This is an optimization exercise on Yosys and OpenROAD, whose aim is small area, not a production implementation.
The RTL was checked by simulation tests, not by an equivalence proof against the original design.

Setup of main:
==> flow/design.v (excerpt) <==
module free_list_chunk_allocator (
   input  logic                                clock,
   input  logic                                reset,
   input  logic                                start,
   output logic                                busy,
   input  logic                                req_op,
   input  logic [fcla_pkg::IdxWidth-1:0]       req_chunk_index,
   output logic                                rsp_strobe,
   output logic                                rsp_granted,
   output logic [fcla_pkg::IdxWidth-1:0]       rsp_given_index,
   output logic [fcla_pkg::OffsetWidth-1:0]    rsp_byte_offset,
   input  logic                                psel,
   input  logic                                penable,
   input  logic                                pwrite,
   input  logic [fcla_pkg::CsrAddrWidth-1:0]   paddr,
   input  logic [fcla_pkg::CsrDataWidth-1:0]   pwdata,
   output logic [fcla_pkg::CsrDataWidth-1:0]   prdata,
   output logic                                pready
);
For scale: ~4400 cells after synthesis, about 2100 flip-flops, ~78000 µm² of cells after synthesis.
==> module fcla_ao2_n, before the edit <==
module fcla_ao2_n (
   input  logic [1:0] s,
   input  logic [1:0] d,
   output logic       y_n
);
   assign y_n = !(|(s & d));
endmodule
==> module fcla_offset_mul, before the edit <==
module fcla_offset_mul (
   input  logic [fcla_pkg::IdxWidth-1:0]     index,
   input  logic [fcla_pkg::ChunkWidth-2:0]   size_lo,
   input  logic [fcla_pkg::ChunkWidth:0]     size_lo_x3,
   output logic [fcla_pkg::OffsetWidth-1:0]  prod
);
   localparam int OW = fcla_pkg::OffsetWidth;
   localparam int SW = fcla_pkg::ChunkWidth - 1;    
   localparam int RW = fcla_pkg::ChunkWidth + 1;    
   logic [OW-1:0] row_n [4];
   logic [OW-1:0] s1_n, c1_n, s2_n, c2_n;
   for (genvar r = 0; r < 4; r++) begin : g_row
      logic [1:0]    dg;
      logic [3:1]    e;
      logic [RW-1:0] pp_n, pp;
      assign dg = index[2*r +: 2];
      assign e  = {dg == 2'd3, dg == 2'd2, dg == 2'd1};
      for (genvar k = 0; k < RW; k++) begin : g_bit
         if (k == 0) begin : g_lsb
            fcla_ao2_n u_pp (.s({e[3], e[1]}), .d({size_lo_x3[k], size_lo[k]}), .y_n(pp_n[k]));
         end else if (k < SW) begin : g_mid
            fcla_ao3_n u_pp (.s(e), .d({size_lo_x3[k], size_lo[k-1], size_lo[k]}), .y_n(pp_n[k]));
         end else if (k == SW) begin : g_hi
            fcla_ao2_n u_pp (.s(e[3:2]), .d({size_lo_x3[k], size_lo[k-1]}), .y_n(pp_n[k]));
         end else begin : g_top
            assign pp_n[k] = !(e[3] && size_lo_x3[k]);
         end
      end
      assign pp       = ~pp_n;
      assign row_n[r] = ~(OW'(pp) << (2 * r));
   end
   assign s1_n = row_n[0] ^ row_n[1] ^ row_n[2];
   assign c1_n = {((row_n[0] & row_n[1]) | (row_n[0] & row_n[2]) | (row_n[1] & row_n[2])), 1'b1};
   assign s2_n = s1_n ^ c1_n ^ row_n[3];
   assign c2_n = {((s1_n & c1_n) | (s1_n & row_n[3]) | (c1_n & row_n[3])), 1'b1};
   assign prod = ~(s2_n + c2_n + OW'(1));
endmodule
Settings: LEC_CHECK=0, CAP_MARGIN=10, CORE_MARGIN=2, CORE_UTILIZATION=80, CTS_BUF_LIST=sky130_fd_sc_hd__clkbuf_8, CTS_CLUSTER_DIAMETER=50, CTS_CLUSTER_SIZE=16, GPL_TIMING_DRIVEN=0, PLACE_DENSITY=0.85, SLEW_MARGIN=10, SYNTH_HIERARCHICAL=1; clock period 7.0 ns.
standard.sh (not shown) runs the stock make flow with config.mk's settings and CLKGATE_MAP_FILE= SYNTH_SCRIPT=/design/flow/synth_recipe.tcl, a recipe that flattens the netlist after the stock synthesis.
==> flow/flow/run.sh <==
#!/bin/bash
set -euo pipefail
exec > run.log 2>&1
export BUFFER_PORTS_ARGS="-buffer_cell sky130_fd_sc_hd__buf_1"
export CTS_ARGS="-sink_clustering_enable -repair_clock_nets -sink_clustering_size 16 -sink_clustering_max_diameter 50 -buf_list sky130_fd_sc_hd__clkbuf_8 -dont_use_dummy_load"
bash standard.sh
Finished, but not clean: main, with max-capacitance violations, max-slew violations.
Input-level comparison between the feature branch and main:
--- a/flow/design.v
+++ b/flow/design.v
@@ -163,17 +163,10 @@
    input  logic [2:0] d,
    output logic       y_n
 );
    assign y_n = !(|(s & d));
 endmodule
-module fcla_ao2_n (
-   input  logic [1:0] s,
-   input  logic [1:0] d,
-   output logic       y_n
-);
-   assign y_n = !(|(s & d));
-endmodule
 module free_list_chunk_allocator (
    input  logic                                clock,
    input  logic                                reset,
    input  logic                                start,
    output logic                                busy,
@@ -296,35 +289,35 @@
    input  logic [fcla_pkg::ChunkWidth-2:0]   size_lo,
    input  logic [fcla_pkg::ChunkWidth:0]     size_lo_x3,
    output logic [fcla_pkg::OffsetWidth-1:0]  prod
 );
    localparam int OW = fcla_pkg::OffsetWidth;
-   localparam int SW = fcla_pkg::ChunkWidth - 1;    
-   localparam int RW = fcla_pkg::ChunkWidth + 1;    
-   logic [OW-1:0] row_n [4];
-   logic [OW-1:0] s1_n, c1_n, s2_n, c2_n;
+   localparam int RW = fcla_pkg::ChunkWidth + 1;
+   logic [OW-1:0] row [4];
+   logic [OW-1:0] s1, c1, s2, c2;
    for (genvar r = 0; r < 4; r++) begin : g_row
       logic [1:0]    dg;
-      logic [3:1]    e;
-      logic [RW-1:0] pp_n, pp;
+      logic [RW-1:0] pp;
       assign dg = index[2*r +: 2];
-      assign e  = {dg == 2'd3, dg == 2'd2, dg == 2'd1};
       for (genvar k = 0; k < RW; k++) begin : g_bit
-         if (k == 0) begin : g_lsb
-            fcla_ao2_n u_pp (.s({e[3], e[1]}), .d({size_lo_x3[k], size_lo[k]}), .y_n(pp_n[k]));
-         end else if (k < SW) begin : g_mid
-            fcla_ao3_n u_pp (.s(e), .d({size_lo_x3[k], size_lo[k-1], size_lo[k]}), .y_n(pp_n[k]));
-         end else if (k == SW) begin : g_hi
-            fcla_ao2_n u_pp (.s(e[3:2]), .d({size_lo_x3[k], size_lo[k-1]}), .y_n(pp_n[k]));
-         end else begin : g_top
-            assign pp_n[k] = !(e[3] && size_lo_x3[k]);
+         logic b1, b2;
+         if (k < RW - 2) begin : g_s1
+            assign b1 = size_lo[k];
+         end else begin : g_s1z
+            assign b1 = 1'b0;
+         end
+         if (k >= 1 && k < RW - 1) begin : g_s2
+            assign b2 = size_lo[k-1];
+         end else begin : g_s2z
+            assign b2 = 1'b0;
          end
+         assign pp[k] = (dg == 2'd1 && b1) || (dg == 2'd2 && b2) ||
+                        (dg == 2'd3 && size_lo_x3[k]);
       end
-      assign pp       = ~pp_n;
-      assign row_n[r] = ~(OW'(pp) << (2 * r));
+      assign row[r] = OW'(pp) << (2 * r);
    end
-   assign s1_n = row_n[0] ^ row_n[1] ^ row_n[2];
-   assign c1_n = {((row_n[0] & row_n[1]) | (row_n[0] & row_n[2]) | (row_n[1] & row_n[2])), 1'b1};
-   assign s2_n = s1_n ^ c1_n ^ row_n[3];
-   assign c2_n = {((s1_n & c1_n) | (s1_n & row_n[3]) | (c1_n & row_n[3])), 1'b1};
-   assign prod = ~(s2_n + c2_n + OW'(1));
+   assign s1 = row[0] ^ row[1] ^ row[2];
+   assign c1 = ((row[0] & row[1]) | (row[0] & row[2]) | (row[1] & row[2])) << 1;
+   assign s2 = s1 ^ c1 ^ row[3];
+   assign c2 = ((s1 & c1) | (s1 & row[3]) | (c1 & row[3])) << 1;
+   assign prod = s2 + c2;
 endmodule
No crash in the feature branch: every stage finished, but the layout fails its final checks due to max-capacitance violations, max-slew violations.
There was hardly any difference in synthesis-to-finish area growth between the feature branch and main.
Cmp main and the feature branch / sequential share of layout area / higher: main
Compared with main, maximum frequency from static timing analysis in the feature branch increased slightly.
The routed length on met2 in the feature branch sits about 2% above the value recorded for main.
Between the feature branch and main, it is the feature branch whose post-layout worst setup margin is higher, by 0.052 ns.

[afterwards: timing with drivers on the ports]
How much do the figures lean on ideal ports? The routed layouts below were timed once more, with nothing changed but the port constraints. Step 1, drivers: a clkbuf_16 drives clock and a buf_2 each remaining input, both assumed. Step 2 adds t to the input delays and takes it off the output delays; t is the mean of the earliest and latest rising clock arrival at the registers after step 1. Input paths then give back, and output paths get back, about the clock's delay inside the block. Slacks: no drivers / after step 1 / after step 2; pairs: no drivers / after step 1.
run	t, ns	setup WS [ns]	latest minus earliest clock arrival (ns)	slew at the worst register clock pin (ns)
main	0.962	0.107 / 0.107 / 0.107	0.104 / 0.103	0.11 / 0.11
the feature branch	0.913	0.159 / 0.094 / 0.392	0.110 / 0.109	0.11 / 0.11
